This is an optimization exercise on Yosys and OpenROAD, whose aim is small area, a short achievable clock period and few clock cycles, not a production implementation. In this exercise RTL edits were held to simulation tests only and were not proved equivalent to the original. Power and IR drop assume default switching activity.

$ cat flow/design.v
package ppu_pkg;
   localparam int N              = 16;
   localparam int ES             = 1;
   localparam int MS             = N - 2;
   localparam int TE_BITS        = $clog2(N) + ES + 2;
   localparam int FRAC_FULL_SIZE = 3 * N - 8;
   localparam int QW             = 16 * N;
   localparam int QF             = QW / 2;
endpackage
module pfx_add #(
   parameter int W = 32
) (
   input  logic [W-1:0] a,
   input  logic [W-1:0] b,
   input  logic         cin,
   output logic [W-1:0] s,
   output logic         co
);
   localparam int LV = $clog2(W);
   logic [W-1:0] g [LV+1];
   logic [W-1:0] p [LV+1];
   logic [W-1:0] hp;
   assign hp   = a ^ b;
   assign g[0] = (a & b) | {{(W-1){1'b0}}, hp[0] & cin};
   assign p[0] = hp;
   for (genvar l = 0; l < LV; l++) begin : g_lv
      for (genvar i = 0; i < W; i++) begin : g_bit
         if (((i >> l) & 1) == 1) begin : g_op
            localparam int J = ((i >> l) << l) - 1;
            assign g[l+1][i] = g[l][i] | (p[l][i] & g[l][J]);
            assign p[l+1][i] = p[l][i] & p[l][J];
         end else begin : g_pass
            assign g[l+1][i] = g[l][i];
            assign p[l+1][i] = p[l][i];
         end
      end
   end
   assign s  = hp ^ {g[LV][W-2:0], cin};
   assign co = g[LV][W-1];
endmodule
module quire_add256 (
   input  logic [255:0] a,
   input  logic [255:0] b,
   input  logic         cin,
   output logic [255:0] s
);
   localparam int W  = 32;
   localparam int NC = 8;
   localparam int LV = 5;
   logic [255:0] hp, g0;
   logic [W-1:0] g [NC][LV+1];
   logic [W-1:0] p [NC][LV+1];
   logic [NC:0]  cc;
   assign hp = a ^ b;
   assign g0 = a & b;
   for (genvar c = 0; c < NC; c++) begin : g_ch
      assign g[c][0] = g0[W*c +: W];
      assign p[c][0] = hp[W*c +: W];
      for (genvar l = 0; l < LV; l++) begin : g_lv
         for (genvar i = 0; i < W; i++) begin : g_bit
            if (((i >> l) & 1) == 1) begin : g_op
               localparam int J = ((i >> l) << l) - 1;
               assign g[c][l+1][i] = g[c][l][i] | (p[c][l][i] & g[c][l][J]);
               assign p[c][l+1][i] = p[c][l][i] & p[c][l][J];
            end else begin : g_pass
               assign g[c][l+1][i] = g[c][l][i];
               assign p[c][l+1][i] = p[c][l][i];
            end
         end
      end
   end
   logic [NC-1:0] cg [4];
   logic [NC-1:0] cp [4];
   for (genvar c = 0; c < NC; c++) begin : g_cgp
      if (c == 0) begin : g_c0
         assign cg[0][c] = g[c][LV][W-1] | (p[c][LV][W-1] & cin);
      end else begin : g_cn
         assign cg[0][c] = g[c][LV][W-1];
      end
      assign cp[0][c] = p[c][LV][W-1];
   end
   for (genvar l = 0; l < 3; l++) begin : g_clv
      for (genvar c = 0; c < NC; c++) begin : g_c
         if (((c >> l) & 1) == 1) begin : g_op
            localparam int J = ((c >> l) << l) - 1;
            assign cg[l+1][c] = cg[l][c] | (cp[l][c] & cg[l][J]);
            assign cp[l+1][c] = cp[l][c] & cp[l][J];
         end else begin : g_pass
            assign cg[l+1][c] = cg[l][c];
            assign cp[l+1][c] = cp[l][c];
         end
      end
   end
   assign cc = {cg[3], cin};
   for (genvar c = 0; c < NC; c++) begin : g_sum
      assign s[W*c +: W] = hp[W*c +: W] ^
                           ({g[c][LV][W-2:0], 1'b0} | ({p[c][LV][W-2:0], 1'b1} & {W{cc[c]}}));
   end
endmodule
module quire_mul_tree (
   input  logic [13:0] a,
   input  logic [13:0] b,
   output logic [27:0] ra,
   output logic [27:0] rb
);
   logic [6:0] one, two, neg;
   logic t1, t2, t3, t4, t5, t6, t7, t8, t9, t10, t11, t12, t13, t14, t15, t16, t17, t18, t19, t20, t21, t22, t23, t24, t25, t26, t27, t28, t29, t30, t31, t32, t33, t34, t35, t36, t37, t38, t39, t40, t41, t42, t43, t44, t45, t46, t47, t48, t49, t50, t51, t52, t53, t54, t55, t56, t57, t58, t59, t60, t61, t62, t63, t64, t65, t66, t67, t68, t69, t70, t71, t72, t73, t74, t75, t76, t77, t78, t79, t80, t81, t82, t83, t84, t85, t86, t87, t88, t89, t90, t91, t92, t93, t94, t95, t96, t97, t98, t99, t100, t101, t102, t103, t104, t105, t106, t107, t108, t109, t110, t111, t112, t113, t114, t115, t116, t117, t118, t119, t120, t121, t122, t123, t124, t125, t126, t127, t128, t129, t130, t131, t132, t133, t134, t135, t136, t137, t138, t139, t140, t141, t142, t143, t144, t145, t146, t147, t148, t149, t150, t151, t152, t153, t154, t155, t156, t157, t158, t159, t160, t161, t162, t163, t164, t165, t166, t167, t168, t169, t170, t171, t172, t173, t174, t175, t176, t177, t178, t179, t180, t181, t182, t183, t184, t185, t186, t187, t188, t189, t190, t191, t192, t193, t194, t195, t196, t197, t198, t199, t200, t201, t202, t203, t204, t205, t206;
   assign one[0] = b[0] ^ 1'b0;
   assign two[0] = (b[1] & ~b[0] & ~1'b0) | (~b[1] & b[0] & 1'b0);
   assign neg[0] = b[1];
   assign one[1] = b[2] ^ b[1];
   assign two[1] = (b[3] & ~b[2] & ~b[1]) | (~b[3] & b[2] & b[1]);
   assign neg[1] = b[3];
   assign one[2] = b[4] ^ b[3];
   assign two[2] = (b[5] & ~b[4] & ~b[3]) | (~b[5] & b[4] & b[3]);
   assign neg[2] = b[5];
   assign one[3] = b[6] ^ b[5];
   assign two[3] = (b[7] & ~b[6] & ~b[5]) | (~b[7] & b[6] & b[5]);
   assign neg[3] = b[7];
   assign one[4] = b[8] ^ b[7];
   assign two[4] = (b[9] & ~b[8] & ~b[7]) | (~b[9] & b[8] & b[7]);
   assign neg[4] = b[9];
   assign one[5] = b[10] ^ b[9];
   assign two[5] = (b[11] & ~b[10] & ~b[9]) | (~b[11] & b[10] & b[9]);
   assign neg[5] = b[11];
   assign one[6] = b[12] ^ b[11];
   assign two[6] = (b[13] & ~b[12] & ~b[11]) | (~b[13] & b[12] & b[11]);
   assign neg[6] = b[13];
   assign t1 = (((one[0] & a[10]) | (two[0] & a[9])) ^ neg[0]) ^ (((one[1] & a[8]) | (two[1] & a[7])) ^ neg[1]);
   assign t2 = (((one[0] & a[10]) | (two[0] & a[9])) ^ neg[0]) & (((one[1] & a[8]) | (two[1] & a[7])) ^ neg[1]);
   assign t3 = (((one[0] & a[11]) | (two[0] & a[10])) ^ neg[0]) ^ (((one[1] & a[9]) | (two[1] & a[8])) ^ neg[1]);
   assign t4 = (((one[0] & a[11]) | (two[0] & a[10])) ^ neg[0]) & (((one[1] & a[9]) | (two[1] & a[8])) ^ neg[1]);
   assign t5 = (((one[0] & a[12]) | (two[0] & a[11])) ^ neg[0]) ^ (((one[1] & a[10]) | (two[1] & a[9])) ^ neg[1]) ^ (((one[2] & a[8]) | (two[2] & a[7])) ^ neg[2]);
   assign t6 = ((((one[0] & a[12]) | (two[0] & a[11])) ^ neg[0]) & (((one[1] & a[10]) | (two[1] & a[9])) ^ neg[1])) | ((((one[0] & a[12]) | (two[0] & a[11])) ^ neg[0]) & (((one[2] & a[8]) | (two[2] & a[7])) ^ neg[2])) | ((((one[1] & a[10]) | (two[1] & a[9])) ^ neg[1]) & (((one[2] & a[8]) | (two[2] & a[7])) ^ neg[2]));
   assign t7 = (((one[3] & a[6]) | (two[3] & a[5])) ^ neg[3]) ^ (((one[4] & a[4]) | (two[4] & a[3])) ^ neg[4]);
   assign t8 = (((one[3] & a[6]) | (two[3] & a[5])) ^ neg[3]) & (((one[4] & a[4]) | (two[4] & a[3])) ^ neg[4]);
   assign t9 = (((one[0] & a[13]) | (two[0] & a[12])) ^ neg[0]) ^ (((one[1] & a[11]) | (two[1] & a[10])) ^ neg[1]) ^ (((one[2] & a[9]) | (two[2] & a[8])) ^ neg[2]);
   assign t10 = ((((one[0] & a[13]) | (two[0] & a[12])) ^ neg[0]) & (((one[1] & a[11]) | (two[1] & a[10])) ^ neg[1])) | ((((one[0] & a[13]) | (two[0] & a[12])) ^ neg[0]) & (((one[2] & a[9]) | (two[2] & a[8])) ^ neg[2])) | ((((one[1] & a[11]) | (two[1] & a[10])) ^ neg[1]) & (((one[2] & a[9]) | (two[2] & a[8])) ^ neg[2]));
   assign t11 = (((one[3] & a[7]) | (two[3] & a[6])) ^ neg[3]) ^ (((one[4] & a[5]) | (two[4] & a[4])) ^ neg[4]);
   assign t12 = (((one[3] & a[7]) | (two[3] & a[6])) ^ neg[3]) & (((one[4] & a[5]) | (two[4] & a[4])) ^ neg[4]);
   assign t13 = (((two[0] & a[13])) ^ neg[0]) ^ (((one[1] & a[12]) | (two[1] & a[11])) ^ neg[1]) ^ (((one[2] & a[10]) | (two[2] & a[9])) ^ neg[2]);
   assign t14 = ((((two[0] & a[13])) ^ neg[0]) & (((one[1] & a[12]) | (two[1] & a[11])) ^ neg[1])) | ((((two[0] & a[13])) ^ neg[0]) & (((one[2] & a[10]) | (two[2] & a[9])) ^ neg[2])) | ((((one[1] & a[12]) | (two[1] & a[11])) ^ neg[1]) & (((one[2] & a[10]) | (two[2] & a[9])) ^ neg[2]));
   assign t15 = (((one[3] & a[8]) | (two[3] & a[7])) ^ neg[3]) ^ (((one[4] & a[6]) | (two[4] & a[5])) ^ neg[4]) ^ (((one[5] & a[4]) | (two[5] & a[3])) ^ neg[5]);
   assign t16 = ((((one[3] & a[8]) | (two[3] & a[7])) ^ neg[3]) & (((one[4] & a[6]) | (two[4] & a[5])) ^ neg[4])) | ((((one[3] & a[8]) | (two[3] & a[7])) ^ neg[3]) & (((one[5] & a[4]) | (two[5] & a[3])) ^ neg[5])) | ((((one[4] & a[6]) | (two[4] & a[5])) ^ neg[4]) & (((one[5] & a[4]) | (two[5] & a[3])) ^ neg[5]));
   assign t17 = ~neg[0] ^ (((one[1] & a[13]) | (two[1] & a[12])) ^ neg[1]) ^ (((one[2] & a[11]) | (two[2] & a[10])) ^ neg[2]);
   assign t18 = (~neg[0] & (((one[1] & a[13]) | (two[1] & a[12])) ^ neg[1])) | (~neg[0] & (((one[2] & a[11]) | (two[2] & a[10])) ^ neg[2])) | ((((one[1] & a[13]) | (two[1] & a[12])) ^ neg[1]) & (((one[2] & a[11]) | (two[2] & a[10])) ^ neg[2]));
   assign t19 = (((one[3] & a[9]) | (two[3] & a[8])) ^ neg[3]) ^ (((one[4] & a[7]) | (two[4] & a[6])) ^ neg[4]) ^ (((one[5] & a[5]) | (two[5] & a[4])) ^ neg[5]);
   assign t20 = ((((one[3] & a[9]) | (two[3] & a[8])) ^ neg[3]) & (((one[4] & a[7]) | (two[4] & a[6])) ^ neg[4])) | ((((one[3] & a[9]) | (two[3] & a[8])) ^ neg[3]) & (((one[5] & a[5]) | (two[5] & a[4])) ^ neg[5])) | ((((one[4] & a[7]) | (two[4] & a[6])) ^ neg[4]) & (((one[5] & a[5]) | (two[5] & a[4])) ^ neg[5]));
   assign t21 = (((one[6] & a[3]) | (two[6] & a[2])) ^ neg[6]) ^ (b[13] & a[1]);
   assign t22 = (((one[6] & a[3]) | (two[6] & a[2])) ^ neg[6]) & (b[13] & a[1]);
   assign t23 = (((two[1] & a[13])) ^ neg[1]) ^ (((one[2] & a[12]) | (two[2] & a[11])) ^ neg[2]) ^ (((one[3] & a[10]) | (two[3] & a[9])) ^ neg[3]);
   assign t24 = ((((two[1] & a[13])) ^ neg[1]) & (((one[2] & a[12]) | (two[2] & a[11])) ^ neg[2])) | ((((two[1] & a[13])) ^ neg[1]) & (((one[3] & a[10]) | (two[3] & a[9])) ^ neg[3])) | ((((one[2] & a[12]) | (two[2] & a[11])) ^ neg[2]) & (((one[3] & a[10]) | (two[3] & a[9])) ^ neg[3]));
   assign t25 = (((one[4] & a[8]) | (two[4] & a[7])) ^ neg[4]) ^ (((one[5] & a[6]) | (two[5] & a[5])) ^ neg[5]) ^ (((one[6] & a[4]) | (two[6] & a[3])) ^ neg[6]);
   assign t26 = ((((one[4] & a[8]) | (two[4] & a[7])) ^ neg[4]) & (((one[5] & a[6]) | (two[5] & a[5])) ^ neg[5])) | ((((one[4] & a[8]) | (two[4] & a[7])) ^ neg[4]) & (((one[6] & a[4]) | (two[6] & a[3])) ^ neg[6])) | ((((one[5] & a[6]) | (two[5] & a[5])) ^ neg[5]) & (((one[6] & a[4]) | (two[6] & a[3])) ^ neg[6]));
   assign t27 = (b[13] & a[2]) ^ 1'b1;
   assign t28 = (b[13] & a[2]) & 1'b1;
   assign t29 = ~neg[1] ^ (((one[2] & a[13]) | (two[2] & a[12])) ^ neg[2]) ^ (((one[3] & a[11]) | (two[3] & a[10])) ^ neg[3]);
   assign t30 = (~neg[1] & (((one[2] & a[13]) | (two[2] & a[12])) ^ neg[2])) | (~neg[1] & (((one[3] & a[11]) | (two[3] & a[10])) ^ neg[3])) | ((((one[2] & a[13]) | (two[2] & a[12])) ^ neg[2]) & (((one[3] & a[11]) | (two[3] & a[10])) ^ neg[3]));
   assign t31 = (((one[4] & a[9]) | (two[4] & a[8])) ^ neg[4]) ^ (((one[5] & a[7]) | (two[5] & a[6])) ^ neg[5]) ^ (((one[6] & a[5]) | (two[6] & a[4])) ^ neg[6]);
   assign t32 = ((((one[4] & a[9]) | (two[4] & a[8])) ^ neg[4]) & (((one[5] & a[7]) | (two[5] & a[6])) ^ neg[5])) | ((((one[4] & a[9]) | (two[4] & a[8])) ^ neg[4]) & (((one[6] & a[5]) | (two[6] & a[4])) ^ neg[6])) | ((((one[5] & a[7]) | (two[5] & a[6])) ^ neg[5]) & (((one[6] & a[5]) | (two[6] & a[4])) ^ neg[6]));
   assign t33 = (((two[2] & a[13])) ^ neg[2]) ^ (((one[3] & a[12]) | (two[3] & a[11])) ^ neg[3]) ^ (((one[4] & a[10]) | (two[4] & a[9])) ^ neg[4]);
   assign t34 = ((((two[2] & a[13])) ^ neg[2]) & (((one[3] & a[12]) | (two[3] & a[11])) ^ neg[3])) | ((((two[2] & a[13])) ^ neg[2]) & (((one[4] & a[10]) | (two[4] & a[9])) ^ neg[4])) | ((((one[3] & a[12]) | (two[3] & a[11])) ^ neg[3]) & (((one[4] & a[10]) | (two[4] & a[9])) ^ neg[4]));
   assign t35 = (((one[5] & a[8]) | (two[5] & a[7])) ^ neg[5]) ^ (((one[6] & a[6]) | (two[6] & a[5])) ^ neg[6]);
   assign t36 = (((one[5] & a[8]) | (two[5] & a[7])) ^ neg[5]) & (((one[6] & a[6]) | (two[6] & a[5])) ^ neg[6]);
   assign t37 = ~neg[2] ^ (((one[3] & a[13]) | (two[3] & a[12])) ^ neg[3]) ^ (((one[4] & a[11]) | (two[4] & a[10])) ^ neg[4]);
   assign t38 = (~neg[2] & (((one[3] & a[13]) | (two[3] & a[12])) ^ neg[3])) | (~neg[2] & (((one[4] & a[11]) | (two[4] & a[10])) ^ neg[4])) | ((((one[3] & a[13]) | (two[3] & a[12])) ^ neg[3]) & (((one[4] & a[11]) | (two[4] & a[10])) ^ neg[4]));
   assign t39 = (((two[3] & a[13])) ^ neg[3]) ^ (((one[4] & a[12]) | (two[4] & a[11])) ^ neg[4]);
   assign t40 = (((two[3] & a[13])) ^ neg[3]) & (((one[4] & a[12]) | (two[4] & a[11])) ^ neg[4]);
   assign t41 = (((one[0] & a[6]) | (two[0] & a[5])) ^ neg[0]) ^ (((one[1] & a[4]) | (two[1] & a[3])) ^ neg[1]);
   assign t42 = (((one[0] & a[6]) | (two[0] & a[5])) ^ neg[0]) & (((one[1] & a[4]) | (two[1] & a[3])) ^ neg[1]);
   assign t43 = (((one[0] & a[7]) | (two[0] & a[6])) ^ neg[0]) ^ (((one[1] & a[5]) | (two[1] & a[4])) ^ neg[1]);
   assign t44 = (((one[0] & a[7]) | (two[0] & a[6])) ^ neg[0]) & (((one[1] & a[5]) | (two[1] & a[4])) ^ neg[1]);
   assign t45 = (((one[0] & a[8]) | (two[0] & a[7])) ^ neg[0]) ^ (((one[1] & a[6]) | (two[1] & a[5])) ^ neg[1]) ^ (((one[2] & a[4]) | (two[2] & a[3])) ^ neg[2]);
   assign t46 = ((((one[0] & a[8]) | (two[0] & a[7])) ^ neg[0]) & (((one[1] & a[6]) | (two[1] & a[5])) ^ neg[1])) | ((((one[0] & a[8]) | (two[0] & a[7])) ^ neg[0]) & (((one[2] & a[4]) | (two[2] & a[3])) ^ neg[2])) | ((((one[1] & a[6]) | (two[1] & a[5])) ^ neg[1]) & (((one[2] & a[4]) | (two[2] & a[3])) ^ neg[2]));
   assign t47 = (((one[3] & a[2]) | (two[3] & a[1])) ^ neg[3]) ^ (((one[4] & a[0])) ^ neg[4]);
   assign t48 = (((one[3] & a[2]) | (two[3] & a[1])) ^ neg[3]) & (((one[4] & a[0])) ^ neg[4]);
   assign t49 = (((one[0] & a[9]) | (two[0] & a[8])) ^ neg[0]) ^ (((one[1] & a[7]) | (two[1] & a[6])) ^ neg[1]) ^ (((one[2] & a[5]) | (two[2] & a[4])) ^ neg[2]);
   assign t50 = ((((one[0] & a[9]) | (two[0] & a[8])) ^ neg[0]) & (((one[1] & a[7]) | (two[1] & a[6])) ^ neg[1])) | ((((one[0] & a[9]) | (two[0] & a[8])) ^ neg[0]) & (((one[2] & a[5]) | (two[2] & a[4])) ^ neg[2])) | ((((one[1] & a[7]) | (two[1] & a[6])) ^ neg[1]) & (((one[2] & a[5]) | (two[2] & a[4])) ^ neg[2]));
   assign t51 = (((one[3] & a[3]) | (two[3] & a[2])) ^ neg[3]) ^ (((one[4] & a[1]) | (two[4] & a[0])) ^ neg[4]);
   assign t52 = (((one[3] & a[3]) | (two[3] & a[2])) ^ neg[3]) & (((one[4] & a[1]) | (two[4] & a[0])) ^ neg[4]);
   assign t53 = (((one[2] & a[6]) | (two[2] & a[5])) ^ neg[2]) ^ (((one[3] & a[4]) | (two[3] & a[3])) ^ neg[3]) ^ (((one[4] & a[2]) | (two[4] & a[1])) ^ neg[4]);
   assign t54 = ((((one[2] & a[6]) | (two[2] & a[5])) ^ neg[2]) & (((one[3] & a[4]) | (two[3] & a[3])) ^ neg[3])) | ((((one[2] & a[6]) | (two[2] & a[5])) ^ neg[2]) & (((one[4] & a[2]) | (two[4] & a[1])) ^ neg[4])) | ((((one[3] & a[4]) | (two[3] & a[3])) ^ neg[3]) & (((one[4] & a[2]) | (two[4] & a[1])) ^ neg[4]));
   assign t55 = (((one[5] & a[0])) ^ neg[5]) ^ neg[5] ^ t1;
   assign t56 = ((((one[5] & a[0])) ^ neg[5]) & neg[5]) | ((((one[5] & a[0])) ^ neg[5]) & t1) | (neg[5] & t1);
   assign t57 = (((one[2] & a[7]) | (two[2] & a[6])) ^ neg[2]) ^ (((one[3] & a[5]) | (two[3] & a[4])) ^ neg[3]) ^ (((one[4] & a[3]) | (two[4] & a[2])) ^ neg[4]);
   assign t58 = ((((one[2] & a[7]) | (two[2] & a[6])) ^ neg[2]) & (((one[3] & a[5]) | (two[3] & a[4])) ^ neg[3])) | ((((one[2] & a[7]) | (two[2] & a[6])) ^ neg[2]) & (((one[4] & a[3]) | (two[4] & a[2])) ^ neg[4])) | ((((one[3] & a[5]) | (two[3] & a[4])) ^ neg[3]) & (((one[4] & a[3]) | (two[4] & a[2])) ^ neg[4]));
   assign t59 = (((one[5] & a[1]) | (two[5] & a[0])) ^ neg[5]) ^ t2 ^ t3;
   assign t60 = ((((one[5] & a[1]) | (two[5] & a[0])) ^ neg[5]) & t2) | ((((one[5] & a[1]) | (two[5] & a[0])) ^ neg[5]) & t3) | (t2 & t3);
   assign t61 = (((one[5] & a[2]) | (two[5] & a[1])) ^ neg[5]) ^ (((one[6] & a[0])) ^ neg[6]) ^ neg[6];
   assign t62 = ((((one[5] & a[2]) | (two[5] & a[1])) ^ neg[5]) & (((one[6] & a[0])) ^ neg[6])) | ((((one[5] & a[2]) | (two[5] & a[1])) ^ neg[5]) & neg[6]) | ((((one[6] & a[0])) ^ neg[6]) & neg[6]);
   assign t63 = t4 ^ t5 ^ t7;
   assign t64 = (t4 & t5) | (t4 & t7) | (t5 & t7);
   assign t65 = (((one[5] & a[3]) | (two[5] & a[2])) ^ neg[5]) ^ (((one[6] & a[1]) | (two[6] & a[0])) ^ neg[6]) ^ t6;
   assign t66 = ((((one[5] & a[3]) | (two[5] & a[2])) ^ neg[5]) & (((one[6] & a[1]) | (two[6] & a[0])) ^ neg[6])) | ((((one[5] & a[3]) | (two[5] & a[2])) ^ neg[5]) & t6) | ((((one[6] & a[1]) | (two[6] & a[0])) ^ neg[6]) & t6);
   assign t67 = t8 ^ t9 ^ t11;
   assign t68 = (t8 & t9) | (t8 & t11) | (t9 & t11);
   assign t69 = (((one[6] & a[2]) | (two[6] & a[1])) ^ neg[6]) ^ (b[13] & a[0]) ^ t10;
   assign t70 = ((((one[6] & a[2]) | (two[6] & a[1])) ^ neg[6]) & (b[13] & a[0])) | ((((one[6] & a[2]) | (two[6] & a[1])) ^ neg[6]) & t10) | ((b[13] & a[0]) & t10);
   assign t71 = t12 ^ t13 ^ t15;
   assign t72 = (t12 & t13) | (t12 & t15) | (t13 & t15);
   assign t73 = 1'b1 ^ t14 ^ t16;
   assign t74 = (1'b1 & t14) | (1'b1 & t16) | (t14 & t16);
   assign t75 = t17 ^ t19 ^ t21;
   assign t76 = (t17 & t19) | (t17 & t21) | (t19 & t21);
   assign t77 = t18 ^ t20 ^ t22;
   assign t78 = (t18 & t20) | (t18 & t22) | (t20 & t22);
   assign t79 = t23 ^ t25 ^ t27;
   assign t80 = (t23 & t25) | (t23 & t27) | (t25 & t27);
   assign t81 = (b[13] & a[3]) ^ t24 ^ t26;
   assign t82 = ((b[13] & a[3]) & t24) | ((b[13] & a[3]) & t26) | (t24 & t26);
   assign t83 = t28 ^ t29 ^ t31;
   assign t84 = (t28 & t29) | (t28 & t31) | (t29 & t31);
   assign t85 = (b[13] & a[4]) ^ 1'b1 ^ t30;
   assign t86 = ((b[13] & a[4]) & 1'b1) | ((b[13] & a[4]) & t30) | (1'b1 & t30);
   assign t87 = t32 ^ t33 ^ t35;
   assign t88 = (t32 & t33) | (t32 & t35) | (t33 & t35);
   assign t89 = (((one[5] & a[9]) | (two[5] & a[8])) ^ neg[5]) ^ (((one[6] & a[7]) | (two[6] & a[6])) ^ neg[6]) ^ (b[13] & a[5]);
   assign t90 = ((((one[5] & a[9]) | (two[5] & a[8])) ^ neg[5]) & (((one[6] & a[7]) | (two[6] & a[6])) ^ neg[6])) | ((((one[5] & a[9]) | (two[5] & a[8])) ^ neg[5]) & (b[13] & a[5])) | ((((one[6] & a[7]) | (two[6] & a[6])) ^ neg[6]) & (b[13] & a[5]));
   assign t91 = t34 ^ t36 ^ t37;
   assign t92 = (t34 & t36) | (t34 & t37) | (t36 & t37);
   assign t93 = (((one[5] & a[10]) | (two[5] & a[9])) ^ neg[5]) ^ (((one[6] & a[8]) | (two[6] & a[7])) ^ neg[6]) ^ (b[13] & a[6]);
   assign t94 = ((((one[5] & a[10]) | (two[5] & a[9])) ^ neg[5]) & (((one[6] & a[8]) | (two[6] & a[7])) ^ neg[6])) | ((((one[5] & a[10]) | (two[5] & a[9])) ^ neg[5]) & (b[13] & a[6])) | ((((one[6] & a[8]) | (two[6] & a[7])) ^ neg[6]) & (b[13] & a[6]));
   assign t95 = 1'b1 ^ t38 ^ t39;
   assign t96 = (1'b1 & t38) | (1'b1 & t39) | (t38 & t39);
   assign t97 = ~neg[3] ^ (((one[4] & a[13]) | (two[4] & a[12])) ^ neg[4]) ^ (((one[5] & a[11]) | (two[5] & a[10])) ^ neg[5]);
   assign t98 = (~neg[3] & (((one[4] & a[13]) | (two[4] & a[12])) ^ neg[4])) | (~neg[3] & (((one[5] & a[11]) | (two[5] & a[10])) ^ neg[5])) | ((((one[4] & a[13]) | (two[4] & a[12])) ^ neg[4]) & (((one[5] & a[11]) | (two[5] & a[10])) ^ neg[5]));
   assign t99 = (((one[6] & a[9]) | (two[6] & a[8])) ^ neg[6]) ^ (b[13] & a[7]) ^ t40;
   assign t100 = ((((one[6] & a[9]) | (two[6] & a[8])) ^ neg[6]) & (b[13] & a[7])) | ((((one[6] & a[9]) | (two[6] & a[8])) ^ neg[6]) & t40) | ((b[13] & a[7]) & t40);
   assign t101 = (((two[4] & a[13])) ^ neg[4]) ^ (((one[5] & a[12]) | (two[5] & a[11])) ^ neg[5]) ^ (((one[6] & a[10]) | (two[6] & a[9])) ^ neg[6]);
   assign t102 = ((((two[4] & a[13])) ^ neg[4]) & (((one[5] & a[12]) | (two[5] & a[11])) ^ neg[5])) | ((((two[4] & a[13])) ^ neg[4]) & (((one[6] & a[10]) | (two[6] & a[9])) ^ neg[6])) | ((((one[5] & a[12]) | (two[5] & a[11])) ^ neg[5]) & (((one[6] & a[10]) | (two[6] & a[9])) ^ neg[6]));
   assign t103 = (b[13] & a[8]) ^ 1'b1;
   assign t104 = (b[13] & a[8]) & 1'b1;
   assign t105 = ~neg[4] ^ (((one[5] & a[13]) | (two[5] & a[12])) ^ neg[5]) ^ (((one[6] & a[11]) | (two[6] & a[10])) ^ neg[6]);
   assign t106 = (~neg[4] & (((one[5] & a[13]) | (two[5] & a[12])) ^ neg[5])) | (~neg[4] & (((one[6] & a[11]) | (two[6] & a[10])) ^ neg[6])) | ((((one[5] & a[13]) | (two[5] & a[12])) ^ neg[5]) & (((one[6] & a[11]) | (two[6] & a[10])) ^ neg[6]));
   assign t107 = (((two[5] & a[13])) ^ neg[5]) ^ (((one[6] & a[12]) | (two[6] & a[11])) ^ neg[6]);
   assign t108 = (((two[5] & a[13])) ^ neg[5]) & (((one[6] & a[12]) | (two[6] & a[11])) ^ neg[6]);
   assign t109 = (((one[0] & a[4]) | (two[0] & a[3])) ^ neg[0]) ^ (((one[1] & a[2]) | (two[1] & a[1])) ^ neg[1]);
   assign t110 = (((one[0] & a[4]) | (two[0] & a[3])) ^ neg[0]) & (((one[1] & a[2]) | (two[1] & a[1])) ^ neg[1]);
   assign t111 = (((one[0] & a[5]) | (two[0] & a[4])) ^ neg[0]) ^ (((one[1] & a[3]) | (two[1] & a[2])) ^ neg[1]);
   assign t112 = (((one[0] & a[5]) | (two[0] & a[4])) ^ neg[0]) & (((one[1] & a[3]) | (two[1] & a[2])) ^ neg[1]);
   assign t113 = (((one[2] & a[2]) | (two[2] & a[1])) ^ neg[2]) ^ (((one[3] & a[0])) ^ neg[3]) ^ neg[3];
   assign t114 = ((((one[2] & a[2]) | (two[2] & a[1])) ^ neg[2]) & (((one[3] & a[0])) ^ neg[3])) | ((((one[2] & a[2]) | (two[2] & a[1])) ^ neg[2]) & neg[3]) | ((((one[3] & a[0])) ^ neg[3]) & neg[3]);
   assign t115 = (((one[2] & a[3]) | (two[2] & a[2])) ^ neg[2]) ^ (((one[3] & a[1]) | (two[3] & a[0])) ^ neg[3]) ^ t42;
   assign t116 = ((((one[2] & a[3]) | (two[2] & a[2])) ^ neg[2]) & (((one[3] & a[1]) | (two[3] & a[0])) ^ neg[3])) | ((((one[2] & a[3]) | (two[2] & a[2])) ^ neg[2]) & t42) | ((((one[3] & a[1]) | (two[3] & a[0])) ^ neg[3]) & t42);
   assign t117 = neg[4] ^ t44 ^ t45;
   assign t118 = (neg[4] & t44) | (neg[4] & t45) | (t44 & t45);
   assign t119 = t46 ^ t48 ^ t49;
   assign t120 = (t46 & t48) | (t46 & t49) | (t48 & t49);
   assign t121 = t50 ^ t52 ^ t53;
   assign t122 = (t50 & t52) | (t50 & t53) | (t52 & t53);
   assign t123 = t54 ^ t56 ^ t57;
   assign t124 = (t54 & t56) | (t54 & t57) | (t56 & t57);
   assign t125 = t58 ^ t60 ^ t61;
   assign t126 = (t58 & t60) | (t58 & t61) | (t60 & t61);
   assign t127 = t62 ^ t64 ^ t65;
   assign t128 = (t62 & t64) | (t62 & t65) | (t64 & t65);
   assign t129 = t66 ^ t68 ^ t69;
   assign t130 = (t66 & t68) | (t66 & t69) | (t68 & t69);
   assign t131 = t70 ^ t72 ^ t73;
   assign t132 = (t70 & t72) | (t70 & t73) | (t72 & t73);
   assign t133 = t74 ^ t76 ^ t77;
   assign t134 = (t74 & t76) | (t74 & t77) | (t76 & t77);
   assign t135 = t78 ^ t80 ^ t81;
   assign t136 = (t78 & t80) | (t78 & t81) | (t80 & t81);
   assign t137 = t82 ^ t84 ^ t85;
   assign t138 = (t82 & t84) | (t82 & t85) | (t84 & t85);
   assign t139 = t86 ^ t88 ^ t89;
   assign t140 = (t86 & t88) | (t86 & t89) | (t88 & t89);
   assign t141 = t90 ^ t92 ^ t93;
   assign t142 = (t90 & t92) | (t90 & t93) | (t92 & t93);
   assign t143 = t94 ^ t96 ^ t97;
   assign t144 = (t94 & t96) | (t94 & t97) | (t96 & t97);
   assign t145 = t98 ^ t100 ^ t101;
   assign t146 = (t98 & t100) | (t98 & t101) | (t100 & t101);
   assign t147 = (b[13] & a[9]) ^ t102 ^ t104;
   assign t148 = ((b[13] & a[9]) & t102) | ((b[13] & a[9]) & t104) | (t102 & t104);
   assign t149 = (b[13] & a[10]) ^ 1'b1 ^ t106;
   assign t150 = ((b[13] & a[10]) & 1'b1) | ((b[13] & a[10]) & t106) | (1'b1 & t106);
   assign t151 = ~neg[5] ^ (((one[6] & a[13]) | (two[6] & a[12])) ^ neg[6]) ^ (b[13] & a[11]);
   assign t152 = (~neg[5] & (((one[6] & a[13]) | (two[6] & a[12])) ^ neg[6])) | (~neg[5] & (b[13] & a[11])) | ((((one[6] & a[13]) | (two[6] & a[12])) ^ neg[6]) & (b[13] & a[11]));
   assign t153 = (((two[6] & a[13])) ^ neg[6]) ^ (b[13] & a[12]);
   assign t154 = (((two[6] & a[13])) ^ neg[6]) & (b[13] & a[12]);
   assign t155 = (((one[0] & a[2]) | (two[0] & a[1])) ^ neg[0]) ^ (((one[1] & a[0])) ^ neg[1]);
   assign t156 = (((one[0] & a[2]) | (two[0] & a[1])) ^ neg[0]) & (((one[1] & a[0])) ^ neg[1]);
   assign t157 = (((one[0] & a[3]) | (two[0] & a[2])) ^ neg[0]) ^ (((one[1] & a[1]) | (two[1] & a[0])) ^ neg[1]);
   assign t158 = (((one[0] & a[3]) | (two[0] & a[2])) ^ neg[0]) & (((one[1] & a[1]) | (two[1] & a[0])) ^ neg[1]);
   assign t159 = (((one[2] & a[0])) ^ neg[2]) ^ neg[2] ^ t109;
   assign t160 = ((((one[2] & a[0])) ^ neg[2]) & neg[2]) | ((((one[2] & a[0])) ^ neg[2]) & t109) | (neg[2] & t109);
   assign t161 = (((one[2] & a[1]) | (two[2] & a[0])) ^ neg[2]) ^ t110 ^ t111;
   assign t162 = ((((one[2] & a[1]) | (two[2] & a[0])) ^ neg[2]) & t110) | ((((one[2] & a[1]) | (two[2] & a[0])) ^ neg[2]) & t111) | (t110 & t111);
   assign t163 = t41 ^ t112 ^ t113;
   assign t164 = (t41 & t112) | (t41 & t113) | (t112 & t113);
   assign t165 = t43 ^ t114 ^ t115;
   assign t166 = (t43 & t114) | (t43 & t115) | (t114 & t115);
   assign t167 = t47 ^ t116 ^ t117;
   assign t168 = (t47 & t116) | (t47 & t117) | (t116 & t117);
   assign t169 = t51 ^ t118 ^ t119;
   assign t170 = (t51 & t118) | (t51 & t119) | (t118 & t119);
   assign t171 = t55 ^ t120 ^ t121;
   assign t172 = (t55 & t120) | (t55 & t121) | (t120 & t121);
   assign t173 = t59 ^ t122 ^ t123;
   assign t174 = (t59 & t122) | (t59 & t123) | (t122 & t123);
   assign t175 = t63 ^ t124 ^ t125;
   assign t176 = (t63 & t124) | (t63 & t125) | (t124 & t125);
   assign t177 = t67 ^ t126 ^ t127;
   assign t178 = (t67 & t126) | (t67 & t127) | (t126 & t127);
   assign t179 = t71 ^ t128 ^ t129;
   assign t180 = (t71 & t128) | (t71 & t129) | (t128 & t129);
   assign t181 = t75 ^ t130 ^ t131;
   assign t182 = (t75 & t130) | (t75 & t131) | (t130 & t131);
   assign t183 = t79 ^ t132 ^ t133;
   assign t184 = (t79 & t132) | (t79 & t133) | (t132 & t133);
   assign t185 = t83 ^ t134 ^ t135;
   assign t186 = (t83 & t134) | (t83 & t135) | (t134 & t135);
   assign t187 = t87 ^ t136 ^ t137;
   assign t188 = (t87 & t136) | (t87 & t137) | (t136 & t137);
   assign t189 = t91 ^ t138 ^ t139;
   assign t190 = (t91 & t138) | (t91 & t139) | (t138 & t139);
   assign t191 = t95 ^ t140 ^ t141;
   assign t192 = (t95 & t140) | (t95 & t141) | (t140 & t141);
   assign t193 = t99 ^ t142 ^ t143;
   assign t194 = (t99 & t142) | (t99 & t143) | (t142 & t143);
   assign t195 = t103 ^ t144 ^ t145;
   assign t196 = (t103 & t144) | (t103 & t145) | (t144 & t145);
   assign t197 = t105 ^ t146 ^ t147;
   assign t198 = (t105 & t146) | (t105 & t147) | (t146 & t147);
   assign t199 = t107 ^ t148 ^ t149;
   assign t200 = (t107 & t148) | (t107 & t149) | (t148 & t149);
   assign t201 = t108 ^ t150 ^ t151;
   assign t202 = (t108 & t150) | (t108 & t151) | (t150 & t151);
   assign t203 = 1'b1 ^ t152 ^ t153;
   assign t204 = (1'b1 & t152) | (1'b1 & t153) | (t152 & t153);
   assign t205 = ~neg[6] ^ (b[13] & a[13]) ^ t154;
   assign t206 = (~neg[6] & (b[13] & a[13])) | (~neg[6] & t154) | ((b[13] & a[13]) & t154);
   assign ra = {t204, t202, t200, t198, t196, t194, t192, t190, t188, t186, t184, t182, t180, t178, t176, t174, t172, t170, t168, t166, t164, t162, t160, t158, t156, neg[1], (((one[0] & a[1]) | (two[0] & a[0])) ^ neg[0]), (((one[0] & a[0])) ^ neg[0])};
   assign rb = {t205, t203, t201, t199, t197, t195, t193, t191, t189, t187, t185, t183, t181, t179, t177, t175, t173, t171, t169, t167, t165, t163, t161, t159, t157, t155, 1'b0, neg[0]};
endmodule
module quire_norm_coarse (
   input  logic [255:0] quire,
   output logic [71:0]  win,      
   output logic [2:0]   m,        
   output logic         stk,      
   output logic         sgn
);
   localparam int ZW = 295;
   logic          s;
   logic [ZW-1:0] z;
   logic [7:0]    grp;
   logic [167:0]  c7;
   logic [103:0]  c6;
   logic [2:0]    drop;
   always_comb begin
      s = quire[255];
      z = {quire[254:0], 40'b0};
      for (int k = 0; k < 8; k++)
         grp[k] = s ? ~&z[ZW-1-32*k -: 32] : |z[ZW-1-32*k -: 32];
      m[2] = ~|grp[3:0];
      m[1] = m[2] ? ~|grp[5:4] : ~|grp[1:0];
      m[0] = m[2] ? (m[1] ? ~grp[6] : ~grp[4]) : (m[1] ? ~grp[2] : ~grp[0]);
      c7      = m[2] ? {z[ZW-129 -: 167], 1'b0} : z[ZW-1 -: 168];
      drop[2] = m[2] ? 1'b0 : |z[ZW-169:0];
      c6      = m[1] ? c7[103:0] : c7[167 -: 104];
      drop[1] = m[1] ? 1'b0 : |c7[63:0];
      win     = m[0] ? c6[71:0] : c6[103 -: 72];
      drop[0] = m[0] ? 1'b0 : |c6[31:0];
      stk = |drop;
      sgn = s;
   end
endmodule
module quire_norm_fine (
   input  logic [71:0] win,
   input  logic        sgn,
   output logic [40:0] lead,     
   output logic [4:0]  lzl,
   output logic        nz        
);
   logic [71:0] y5;
   logic [55:0] c4;
   logic [47:0] c3;
   logic [43:0] c2;
   logic [41:0] c1;
   logic [31:0] top;
   logic [4:0]  drop;
   logic        s;
   always_comb begin
      s   = sgn;
      y5  = win ^ {72{s}};
      top = y5[71:40];
      lzl = 5'd31;
      for (int i = 0; i < 32; i++)
         if (top[i]) lzl = 5'(31 - i);
      c4      = lzl[4] ? y5[55:0] : y5[71 -: 56];
      drop[4] = lzl[4] ? 1'b0 : |win[15:0];
      c3      = lzl[3] ? c4[47:0] : c4[55 -: 48];
      drop[3] = lzl[3] ? 1'b0 : |(c4[7:0] ^ {8{s}});
      c2      = lzl[2] ? c3[43:0] : c3[47 -: 44];
      drop[2] = lzl[2] ? 1'b0 : |(c3[3:0] ^ {4{s}});
      c1      = lzl[1] ? c2[41:0] : c2[43 -: 42];
      drop[1] = lzl[1] ? 1'b0 : |(c2[1:0] ^ {2{s}});
      lead    = lzl[0] ? c1[40:0] : c1[41 -: 41];
      drop[0] = lzl[0] ? 1'b0 : (c1[0] ^ s);
      nz      = |drop;
   end
endmodule
module quire_norm_out (
   input  logic [40:0] lead,
   input  logic [7:0]  lz,
   input  logic        lownz,
   input  logic        sgn,
   input  logic        sticky,
   output logic [48:0] meta,
   output logic        zero
);
   logic              s, cy, ovf, allone, hi0, hi1, lo0, lo1;
   logic [39:0]       frac;
   logic [39:0]       run [7];
   logic [6:0]        t0, t1, te;
   assign run[0] = {lead[38:0], 1'b1};
   for (genvar l = 0; l < 6; l++) begin : g_lv
      for (genvar i = 0; i < 40; i++) begin : g_bit
         if (((i >> l) & 1) == 1) begin : g_op
            assign run[l+1][i] = run[l][i] & run[l][((i >> l) << l) - 1];
         end else begin : g_pass
            assign run[l+1][i] = run[l][i];
         end
      end
   end
   always_comb begin
      s      = sgn;
      cy     = s & ~lownz;
      allone = run[6][39] & lead[39];
      ovf    = cy & allone;
      frac   = lead[39:0] ^ ({40{cy}} & run[6]);
      t0  = 7'(8'd126 - lz);
      t1  = 7'(8'd127 - lz);
      hi0 = lz < 8'd63;            
      hi1 = lz < 8'd64;            
      lo0 = lz > 8'd190;           
      lo1 = lz > 8'd191;           
      te  = ovf ? t1 : t0;
      meta = '0;
      zero = 1'b0;
      if (~s & ~lead[40]) begin
         zero = ~sticky;
         if (sticky) begin
            meta[47:41] = 7'h40;
            meta[0]     = 1'b1;
         end
      end else begin
         meta[48]   = s;
         meta[40:1] = frac;
         meta[0]    = lownz | sticky;
         if (ovf ? hi1 : hi0) begin
            meta[47:41] = 7'h3F;
            meta[0]     = 1'b1;
         end else if (ovf ? lo1 : lo0) begin
            meta[47:41] = 7'h40;
            meta[0]     = 1'b1;
         end else begin
            meta[47:41] = te;
         end
      end
   end
endmodule
module ppu_quire_acc (
   input  logic        clk_i,
   input  logic        rst_i,
   input  logic        in_valid_i,
   output logic        in_ready_o,
   input  logic [21:0] in_a_i,
   input  logic [21:0] in_b_i,
   input  logic        in_a_special_i,
   input  logic        in_b_special_i,
   input  logic        in_last_i,
   output logic        out_valid_o,
   input  logic        out_ready_i,
   output logic [48:0] out_meta_o,
   output logic        out_nar_o,
   output logic        out_zero_o
);
   localparam int W  = 32;
   localparam int NC = 8;
   logic fire, last_fire;
   assign fire      = in_valid_i & in_ready_o;
   assign last_fire = fire & in_last_i;
   logic        r0_valid;
   logic [13:0] r0_ma, r0_mb;
   logic [6:0]  r0_ta, r0_tb;
   logic        r0_neg, r0_add, r0_nar, r0_last;
   always_ff @(posedge clk_i or posedge rst_i)
      if (rst_i) r0_valid <= 1'b0;
      else       r0_valid <= fire;
   always_ff @(posedge clk_i) begin
      r0_ma   <= in_a_i[13:0];
      r0_mb   <= in_b_i[13:0];
      r0_ta   <= in_a_i[20:14];
      r0_tb   <= in_b_i[20:14];
      r0_neg  <= in_a_i[21] ^ in_b_i[21];
      r0_nar  <= (in_a_special_i & in_a_i[21]) | (in_b_special_i & in_b_i[21]);
      r0_add  <= ~in_a_special_i & ~in_b_special_i;
      r0_last <= in_last_i;
   end
   logic              m1_valid;
   logic [27:0]       m1_ra, m1_rb, tree_ra, tree_rb;
   logic signed [8:0] m1_k;
   logic              m1_neg, m1_add, m1_nar, m1_last;
   quire_mul_tree u_tree (.a(r0_ma), .b(r0_mb), .ra(tree_ra), .rb(tree_rb));
   always_ff @(posedge clk_i or posedge rst_i)
      if (rst_i) m1_valid <= 1'b0;
      else       m1_valid <= r0_valid;
   always_ff @(posedge clk_i) begin
      m1_ra   <= tree_ra;
      m1_rb   <= tree_rb;
      m1_k    <= 9'($signed(r0_ta)) + 9'($signed(r0_tb)) + 9'sd102;
      m1_neg  <= r0_neg;
      m1_nar  <= r0_valid & r0_nar;
      m1_add  <= r0_valid & r0_add;
      m1_last <= r0_last;
   end
   logic              m2_valid;
   logic [27:0]       m2_p, prod;
   logic              prod_co;
   logic signed [8:0] m2_k;
   logic              m2_neg, m2_add, m2_nar, m2_last;
   pfx_add #(.W(28)) u_padd (.a(m1_ra), .b(m1_rb), .cin(1'b0), .s(prod), .co(prod_co));
   always_ff @(posedge clk_i or posedge rst_i)
      if (rst_i) m2_valid <= 1'b0;
      else       m2_valid <= m1_valid;
   always_ff @(posedge clk_i) begin
      m2_p    <= prod;
      m2_k    <= m1_k;
      m2_neg  <= m1_neg;
      m2_nar  <= m1_nar;
      m2_add  <= m1_add;
      m2_last <= m1_last;
   end
   logic              r2_valid;
   logic [58:0]       r2_win;
   logic [NC-1:0]     r2_lo, r2_hi, r2_fill;
   logic              r2_neg, r2_cin, r2_drop, r2_nar, r2_last;
   logic [58:0]       sh;
   logic [3:0]        cidx;
   assign sh   = 59'(m2_p) << m2_k[4:0];
   assign cidx = m2_k[8:5];
   always_ff @(posedge clk_i or posedge rst_i)
      if (rst_i) r2_valid <= 1'b0;
      else       r2_valid <= m2_valid;
   always_ff @(posedge clk_i) begin
      r2_win <= sh ^ {59{m2_neg}};
      r2_neg <= m2_neg;
      for (int i = 0; i < NC; i++) begin
         r2_lo[i]   <= m2_add & (cidx == 4'(i));
         r2_hi[i]   <= m2_add & (cidx == 4'(i - 1));
         r2_fill[i] <= m2_add & m2_neg & (cidx != 4'(i)) & (cidx != 4'(i - 1));
      end
      r2_cin  <= m2_add & m2_neg;
      r2_drop <= m2_add & (cidx == 4'hF) & (|sh[31:0]);
      r2_nar  <= m2_nar;
      r2_last <= m2_last;
   end
   logic [255:0]  x, xin, a, sum;
   logic [63:0]   wfull;
   logic          fresh, last_in, nar_acc, sticky_acc;
   assign wfull = {{5{r2_neg}}, r2_win};
   always_comb begin
      for (int i = 0; i < NC; i++)
         a[W*i +: W] = ({W{r2_lo[i]}} & wfull[W-1:0]) |
                       ({W{r2_hi[i]}} & wfull[2*W-1:W]) |
                       {W{r2_fill[i]}};
      xin = fresh ? '0 : x;
   end
   quire_add256 u_acc (.a(xin), .b(a), .cin(r2_cin), .s(sum));
   always_ff @(posedge clk_i or posedge rst_i) begin
      if (rst_i) begin
         fresh   <= 1'b1;
         last_in <= 1'b0;
      end else begin
         if (r2_valid) fresh <= r2_last;
         last_in <= r2_valid & r2_last;
      end
   end
   always_ff @(posedge clk_i) begin
      x          <= sum;
      nar_acc    <= (nar_acc & ~fresh) | (r2_valid & r2_nar);
      sticky_acc <= (sticky_acc & ~fresh) | (r2_valid & r2_drop);
   end
   logic [71:0] crs_win, n1_win;
   logic [2:0]  crs_m, n1_m;
   logic        crs_stk, crs_s, n1_stk, n1_s, n1_sticky, n1_nar, n1_valid;
   logic [40:0] fine_lead, n2_lead;
   logic [4:0]  fine_lzl;
   logic        fine_nz;
   logic [7:0]  n2_lz;
   logic        n2_lownz, n2_s, n2_sticky, n2_nar, n2_valid;
   logic [48:0] norm_meta;
   logic        norm_zero;
   logic [48:0] out_meta_r;
   logic        out_nar_r, out_zero_r;
   logic        n2_to_out;
   quire_norm_coarse u_coarse (
      .quire (x),
      .win   (crs_win),
      .m     (crs_m),
      .stk   (crs_stk),
      .sgn   (crs_s)
   );
   always_ff @(posedge clk_i) begin
      n1_win    <= crs_win;
      n1_m      <= crs_m;
      n1_stk    <= crs_stk;
      n1_s      <= crs_s;
      n1_sticky <= sticky_acc;
      n1_nar    <= nar_acc;
   end
   quire_norm_fine u_fine (
      .win  (n1_win),
      .sgn  (n1_s),
      .lead (fine_lead),
      .lzl  (fine_lzl),
      .nz   (fine_nz)
   );
   assign n2_to_out = n2_valid & ~out_valid_o;
   always_ff @(posedge clk_i) begin
      if (n1_valid) begin
         n2_lead   <= fine_lead;
         n2_lz     <= {n1_m, fine_lzl};
         n2_lownz  <= n1_stk | fine_nz;
         n2_s      <= n1_s;
         n2_sticky <= n1_sticky;
         n2_nar    <= n1_nar;
      end
   end
   quire_norm_out u_out (
      .lead   (n2_lead),
      .lz     (n2_lz),
      .lownz  (n2_lownz),
      .sgn    (n2_s),
      .sticky (n2_sticky),
      .meta   (norm_meta),
      .zero   (norm_zero)
   );
   always_ff @(posedge clk_i) begin
      if (n2_to_out) begin
         out_meta_r <= n2_nar ? '0 : norm_meta;
         out_nar_r  <= n2_nar;
         out_zero_r <= ~n2_nar & norm_zero;
      end
   end
   logic [2:0] committed, committed_nx, base;
   logic       n1_valid_nx, n2_valid_nx, out_valid_nx;
   always_comb begin
      n1_valid_nx  = last_in;
      n2_valid_nx  = n1_valid | (n2_valid & ~n2_to_out);
      out_valid_nx = n2_to_out | (out_valid_o & ~out_ready_i);
      committed_nx = committed + 3'(last_fire) - 3'(n1_valid);
      base         = committed - 3'(n1_valid) + 3'(n2_valid_nx);
   end
   always_ff @(posedge clk_i or posedge rst_i) begin
      if (rst_i) begin
         committed   <= '0;
         n1_valid    <= 1'b0;
         n2_valid    <= 1'b0;
         out_valid_o <= 1'b0;
         in_ready_o  <= 1'b1;
      end else begin
         committed   <= committed_nx;
         n1_valid    <= n1_valid_nx;
         n2_valid    <= n2_valid_nx;
         out_valid_o <= out_valid_nx;
         in_ready_o  <= ((base == 3'd0) & ~(last_fire & out_valid_nx)) |
                        ((base == 3'd1) & ~last_fire & ~out_valid_nx);
      end
   end
   assign out_meta_o = out_meta_r;
   assign out_nar_o  = out_nar_r;
   assign out_zero_o = out_zero_r;
endmodule
$ cat flow/run.sh
#!/bin/bash
# synth_recipe.tcl (not shown) runs the flow's synth.tcl, then flattens the netlist and writes it again
# the make line also repeats each setting of config.mk as NAME=value (left out here)
make -C /OpenROAD-flow-scripts/flow DESIGN_CONFIG=/design/flow/config.mk WORK_HOME=/design/flow/orfs CLKGATE_MAP_FILE= SYNTH_SCRIPT=/design/flow/synth_recipe.tcl finish
$ cat flow/config.mk
export PLATFORM = sky130hd
export DESIGN_NAME = ppu_quire_acc
export DESIGN_NICKNAME = ppu_quire_acc
export VERILOG_FILES = /design/flow/design.v
export SDC_FILE = /design/flow/constraint.sdc
export NUM_CORES = 4
export LEC_CHECK = 0
export CAP_MARGIN = 50
export CORE_MARGIN = 2
export CORE_UTILIZATION = 60
export PLACE_DENSITY = 0.65
export SLEW_MARGIN = 80
$ cat flow/constraint.sdc
create_clock -name core_clock -period 12.0 [get_ports {clk_i}]
set_input_delay 2.4000 -clock core_clock [delete_from_list [all_inputs] [get_ports {clk_i}]]
set_output_delay 2.4000 -clock core_clock [all_outputs]
set_load 0.01 [all_outputs]
==> results.json, run 1 <==
{
  "final_nets": 6452,
  "grt_pass1_wl_um": 287000,
  "netlist_instances": 5948,
  "seqCellArea_sq_mm": 0.0152,
  "yosys_warnings": 13,
  "cts_hold_buf": 0,
  "async_flop_share": 0.0188,
  "cap_violations": 0,
  "synth_edf_count": 104,
  "core.rowCount": 106,
  "power.density_mw_per_mm2": 181,
  "post_drt_wl_per_cell_um": 27.2,
  "fmax_ghz": 0.144,
  "die_h_um": 296,
  "crit_arrival_ns": 7.54,
  "clockRootBuffer": "clkbuf_16",
  "power_mw": 11.1,
  "hpwl_um": 144000,
  "ios": 104,
  "wl_um": 196000,
  "hold_slack_ns": 0.301,
  "viasPerCell": 6.80,
  "worstSetupEndpointType": "flip-flop",
  "period_share": 0.578,
  "track_usage": 0.438,
  "reg2reg_slack_ns": 5.06,
  "io_buffers": 103,
  "final_common_cell": "nand2_1",
  "finalSetupViolations": 0,
  "post_cts_resized": 0,
  "gr-usage-met2": 0.650,
  "grt_pass1_vias": 45789,
  "min_period_ns": 6.94,
  "ys_seq_area_frac": 0.293,
  "synth_flop_cell": "dfxtp_1",
  "ys_ff_latch": 690,
  "die-area_sq_mm": 0.0873,
  "drive_gt1_frac": 0.185,
  "fill_cells": 6250,
  "global_route.usage.met1": 0.526,
  "outcome": "timing/DRC/antenna clean",
  "critPathRequiredTime_ns": 12.60,
  "clk_transition_reported_paths_ns": 0.06,
  "ir_drop_mv": 0.239,
  "finalHoldViolCount": 0,
  "hold_class": "flip-flop to flip-flop",
  "synth_area_sq_mm": 0.0510,
  "antenna_found_initial": 11,
  "rsz0062_at_grt": "no",
  "dp_cells": 7026,
  "crit_start": "fresh",
  "leakagePower_nw": 25.3,
  "core-area_sq_mm": 0.0840,
  "cts_tree": "done",
  "top_usage_layer": "met2",
  "cts_buffer_depth": 3,
  "finalSetupTns_ns": 0,
  "reg2reg_from": "fresh",
  "cts_buffers": 78,
  "num_vias": 48924,
  "die_w_um": 296,
  "drt_pass1_iterations": 9,
  "drc": 0,
  "cp_max_fo": 25,
  "gp_congestion": 1.09,
  "ys_types": 102,
  "critical_path_class": "flip-flop to flip-flop",
  "grt_max_degree": 51,
  "multiInputGateArea_sq_mm": 0.0366,
  "cts_setup_buffers": 0,
  "layout_common_cells": "nand2_1, dfxtp_1, nor2_1, a21oi_1, ha_1",
  "synth_area_per_cell_sq_um": 8.57,
  "synthesis.nets": 6411,
  "start_util": 0.607,
  "initialDrtViolationCount": 5495,
  "htree_levels": 3,
  "insertion_delay_ns": 0.71,
  "drtAntennaViolNets": 0,
  "fin_skew_ns": 0.0527,
  "hold_start": "m1_last",
  "overflow": 0,
  "area_delta_synth_final_pct": 20.9,
  "final_cell_count_no_fill": 7198,
  "gr-usage-met3": 0.136,
  "cts.sinks": 690,
  "slew_violations": 0,
  "cp-start-kind": "flip-flop"
}
## final cells by class
cell class	count	area share
antenna	15	0.000609
sequential	690	0.246
multi-input combinational	4580	0.594
clock buffer	105	0.0356
tap	1134	0.0230
timing repair buffer	404	0.0788
inverter	235	0.0149
clock inverter	35	0.00779
## per-layer routing
metal	routed length (um)	up-vias	part of all wire
li1	-	21835	-
met1	71400	23329	0.36
met2	83200	2932	0.42
met3	23200	820	0.12
met4	18000	8	0.092
met5	53	-	0.00027
## worst max-delay path, cell delays in order, from the launching register on
cell and delay [ns]:
dfstp_4 0.74, buf_6 0.20, buf_8 0.17, buf_8 0.18, buf_6 0.27, nor2b_1 0.08, ha_1 0.36, a21oi_1 0.17
o21ai_1 0.14, a2111oi_4 0.37, clkdlybuf4s50_1 0.54, clkdlybuf4s50_1 0.51, clkdlybuf4s50_1 0.49, o2bb2ai_1 0.07, a221oi_2 0.25, o41ai_2 0.11
clkdlybuf4s25_1 0.29, a21oi_4 0.17, buf_4 0.21, buf_2 0.20, inv_1 0.14, a31oi_2 0.25, inv_2 0.13, a21o_1 0.20
a21oi_2 0.22, nor3_1 0.08, a311o_1 0.27
## through the flow
stage	worst slack, ns	area (sq um)	utilization
after floorplan	7.46	51000	-
after global routing	4.82	61600	0.734
after global placement	5.70	52600	0.627
after detailed placement	5.16	57600	0.687
after CTS	5.08	60300	0.719
final	5.06	61700	0.735
## flip-flops by register name, summed over array words and instances, names as in the netlist, 8 cells and up
register / cells
r0_ma: 14
m1_k: 9
m1_rb: 27
out_meta_r: 49
r0_mb: 14
n2_lead: 41
m2_p: 28
m2_k: 9
m1_ra: 28
n1_win: 72
r2_win: 59
x: 256
r2_fill: 8
n2_lz: 8
## cells in the mapped netlist (115+ instances only)
cell type  instances  area (sq um)
xor2_1           153          1340
dfxtp_1          573         11500
o22ai_1          148           926
nand2_1          490          1840
buf_1            122           458
clkbuf_1         277          1040
mux2i_1          286          2860
a21oi_1          415          2080
xnor2_1          250          2190
nor2b_1          307          1920
o21ai_0          291          1460
nand4_1          115           719
inv_1            228           856
nor2_1           398          1490
ha_1             323          4040
a221o_1          221          2210
## cell families (layout without fill, tap and decap cells)
group / after synthesis / count (layout) / share of synthesized area
flip-flops: 690 / 690 / 0.293
AND/OR/NAND/NOR: 1749 / 1749 / 0.170
XOR/XNOR: 403 / 403 / 0.0692
other: 1 / 16 / 0.0000735
AO/OA/AOI/OAI: 1585 / 1585 / 0.210
adder cells (fa/ha/maj): 433 / 433 / 0.118
buffers and inverters: 678 / 779 / 0.0518
multiplexers: 409 / 409 / 0.0879
## worst paths after layout
kind | end | depth (start not counted)
hold reg to reg | m2_last | 0
setup reg to reg | x[179] | 26
min in group asynchronous | last_in | 2
hold / removal | m2_last | 0
setup / recovery | x[179] | 26
max in group asynchronous | in_ready_o | 2
## power by group
part / switching [mW] / leakage [nW] / internal [mW] / total [mW]
clock: 1.09 / 1.30 / 1.42 / 2.51
combinational: 3.05 / 18.1 / 1.96 / 5.02
sequential: 0.719 / 5.86 / 2.89 / 3.61
Testbench counts, summed over its fixed seeds: cycles 6,867.
==> inputs of run 2 (changes only) <==
--- a/flow/config.mk
+++ b/flow/config.mk
@@ -5,8 +5,8 @@
 export SDC_FILE = /design/flow/constraint.sdc
 export NUM_CORES = 4
 export LEC_CHECK = 0
-export CAP_MARGIN = 50
+export CAP_MARGIN = 20
 export CORE_MARGIN = 2
 export CORE_UTILIZATION = 60
 export PLACE_DENSITY = 0.65
-export SLEW_MARGIN = 80
+export SLEW_MARGIN = 20
==> results.json, run 2 <==
{
  "leakagePower_nw": 23.3,
  "synth_top_area_cell": "dfxtp_1",
  "cp-start-kind": "flip-flop",
  "track_usage": 0.423,
  "insertion_delay_ns": 0.70,
  "fmax_ghz": 0.150,
  "synth_top_cell_area_share": 0.225,
  "layout_common_cells": "dfxtp_1, nand2_1, a21oi_1, nor2_1, ha_1",
  "overflow": 0,
  "post_cts_resized": 0,
  "viasPerCell": 6.76,
  "period_share": 0.556,
  "maxSlewHeadroom": 0.228,
  "finalHoldViolCount": 0,
  "power_mw": 10.5,
  "wl_um": 189000,
  "reg2reg_slack_ns": 5.33,
  "dp_cells": 6851,
  "worst_slack_ns": 5.33,
  "cts_tree": "done",
  "area_delta_synth_final_pct": 8.92,
  "synth_most_common_cell": "dfxtp_1",
  "reg2reg_from": "fresh",
  "cp_max_fo": 77,
  "largest_reg_flops": 256,
  "ir_drop_mv": 0.226,
  "path_buf_inv": 3,
  "ys_types": 102,
  "synth_flop_cell": "dfxtp_1",
  "drtAntennaViolNets": 0,
  "drive_gt1_frac": 0.0754,
  "finalSetupTns_ns": 0,
  "min_period_ns": 6.67,
  "clockRootBuffer": "clkbuf_16",
  "final_common_cell": "dfxtp_1",
  "io_buffers": 103,
  "cpMaxStageDelayCell": "dfstp_4",
  "critical_path_class": "flip-flop to flip-flop",
  "cts_setup_buffers": 0,
  "cts_hold_buf": 0,
  "core.rowCount": 106,
  "synthTopCellsByArea": "dfxtp_1, ha_1, edfxtp_1, mux2i_1, a221o_1",
  "hold_start": "m1_k[0]",
  "grt_max_degree": 84,
  "initialDrtViolationCount": 5542,
  "post_drt_wl_per_cell_um": 27.0,
  "finalSetupViolations": 0,
  "drc": 0,
  "cts.sinks": 690,
  "hold_class": "flip-flop to flip-flop",
  "reg2regPathDepth": 17,
  "worstPathCellList": "buf_4 > nor2b_1 > ha_1 > or3_1 > or3_1 > o211ai_2 > o31ai_1 > a21oi_2 > o32ai_2 > a21oi_2 > inv_1 > a31oi_1 > inv_2 > a21oi_1 > o211ai_1 > a21oi_1 > xnor2_1",
  "antenna_found_initial": 11,
  "die-area_sq_mm": 0.0873,
  "min_to": "m2_k[0]",
  "critPathRequiredTime_ns": 12.61,
  "synth_edf_count": 104,
  "hpwl_um": 136000,
  "clk_transition_reported_paths_ns": 0.06,
  "core-area_sq_mm": 0.0840,
  "place_ws_ns": 5.63,
  "cp_top_family": "compound AO/OA/AOI/OAI gates",
  "synth_area_sq_mm": 0.0510,
  "crit_cells": 17,
  "yosys_warnings": 13,
  "worstSetupEndpointType": "flip-flop",
  "synth_area_per_cell_sq_um": 8.57,
  "slew_violations": 0,
  "final_cell_count_no_fill": 7012,
  "layout_top_registers": "x (256), n1_win (72), r2_win (59)",
  "outcome": "timing/DRC/antenna clean",
  "max_stage_delay_ns": 1.09,
  "fin_skew_ns": 0.0403,
  "drt_pass1_iterations": 8,
  "ys_ff_latch": 690,
  "reg2reg_to": "x[171]",
  "cap_violations": 0,
  "grt_pass1_vias": 43650,
  "die_w_um": 296,
  "netlist_instances": 5948,
  "crit_arrival_ns": 7.28,
  "async_flop_share": 0.0188,
  "ys_seq_area_frac": 0.293,
  "ios": 104,
  "power.density_mw_per_mm2": 189,
  "final_nets": 6263,
  "min_path_cells": 0,
  "synthesis.nets": 6411,
  "htree_levels": 3,
  "rsz0062_at_grt": "no",
  "die_h_um": 296,
  "tightest_slew_ns": 1.16,
  "synth_common_cells": "dfxtp_1, nand2_1, a21oi_1, nor2_1, ha_1",
  "grt_pass1_wl_um": 276000,
  "num_vias": 47384,
  "top_register": "x",
  "cts_buffer_depth": 3,
  "start_util": 0.607,
  "cts_buffers": 79,
  "gp_congestion": 1.09
}
[run 2: changes by cell type in the layout (fill, tap and decap cells not counted), moves of 52 or more]
cell,before,now
buf_6,74,1
dfxtp_2,88,12
o21ai_1,65,13
mux2i_1,206,286
dfxtp_1,454,559
o21ai_0,176,291
a21oi_1,353,413
buf_4,22,109
[run 2: how the worst max path moves through the flow]
stage	startpoint	end	slack, ns
after floorplan	fresh	x[255]	7.46
after global placement	fresh	x[171]	5.70
after detailed placement	fresh	x[171]	5.63
after CTS	fresh	x[171]	5.59
after global routing	fresh	x[171]	5.16
final	fresh	x[171]	5.33
[run 2: power breakdown]
part | switching [mW] | total [mW] | internal [mW]
Sequential | 0.743 | 3.61 | 2.86
Combinational | 2.71 | 4.25 | 1.53
Clock | 1.09 | 2.62 | 1.53
[run 2: final cells by class]
type	count	area [sq um]
multi-input combinational	4580	33500
tap	1134	1420
inverter	235	882
clock inverter	29	447
clock buffer	114	2420
antenna	16	40.0
fill	7126	28400
timing repair buffer	214	1880
sequential	690	14900
[run 2: kinds of logic (layout without fill, tap and decap cells)]
logic type                 count (synthesis)  in the layout  share of synthesized area
xor gates and xnor gates                 403            403                     0.0692
buffers and inverters                    678            592                     0.0518
and+or+nand+nor                         1749           1749                      0.170
AOI/OAI and AO/OA                       1585           1585                      0.210
DFF                                      690            690                      0.293
muxes                                    409            409                     0.0879
adders and majority gates                433            433                      0.118
other                                      1             17                  0.0000735
[run 2: routing by layer]
layer,part of all wire,track usage,vias up,wire (um)
li1,-,-,21406,-
met1,0.38,0.521,22441,72000
met2,0.42,0.621,2807,79500
met3,0.11,0.121,724,20800
met4,0.089,0.337,6,16900
met5,0.00022,0,-,41
[run 2: through the flow]
| stage | cell area (sq um) | util | hold slack (ns) |
|---|---|---|---|
| 4_1_cts | 55500 | 0.661 | 0.325 |
| 3_3_place_gp | 52600 | 0.627 | 0.310 |
| 3_5_place_dp | 52600 | 0.627 | 0.312 |
| 6_report | 55500 | 0.662 | 0.324 |
| 5_1_grt | 55500 | 0.661 | 0.332 |
| 2_1_floorplan | 51000 | - | 0.310 |

## what the ideal ports hide
How much do the figures lean on ideal ports? The routed layouts below were timed once more, with nothing changed but the port constraints.
Step 1, drivers: a clkbuf_16 drives clk_i and a buf_2 each remaining input, both assumed.
Step 2, shift: input delay + t, output delay - t, t = (earliest + latest rising clock arrival at the registers) / 2. This alone moves slack from input paths to output paths.
Three values: ideal ports, drivers, drivers and shift; two values: the first two.
| run | shift t [ns] | slack for setup (ns) | latest minus earliest clock arrival (ns) | slew at the worst register clock pin (ns) |
|---|---|---|---|---|
| run 1 | 0.760 | 5.061 / 5.061 / 5.061 | 0.054 / 0.055 | 0.07 / 0.07 |
| run 2 | 0.754 | 5.329 / 5.329 / 5.329 | 0.040 / 0.041 | 0.07 / 0.07 |
After both steps setup and hold are still met in every run listed.
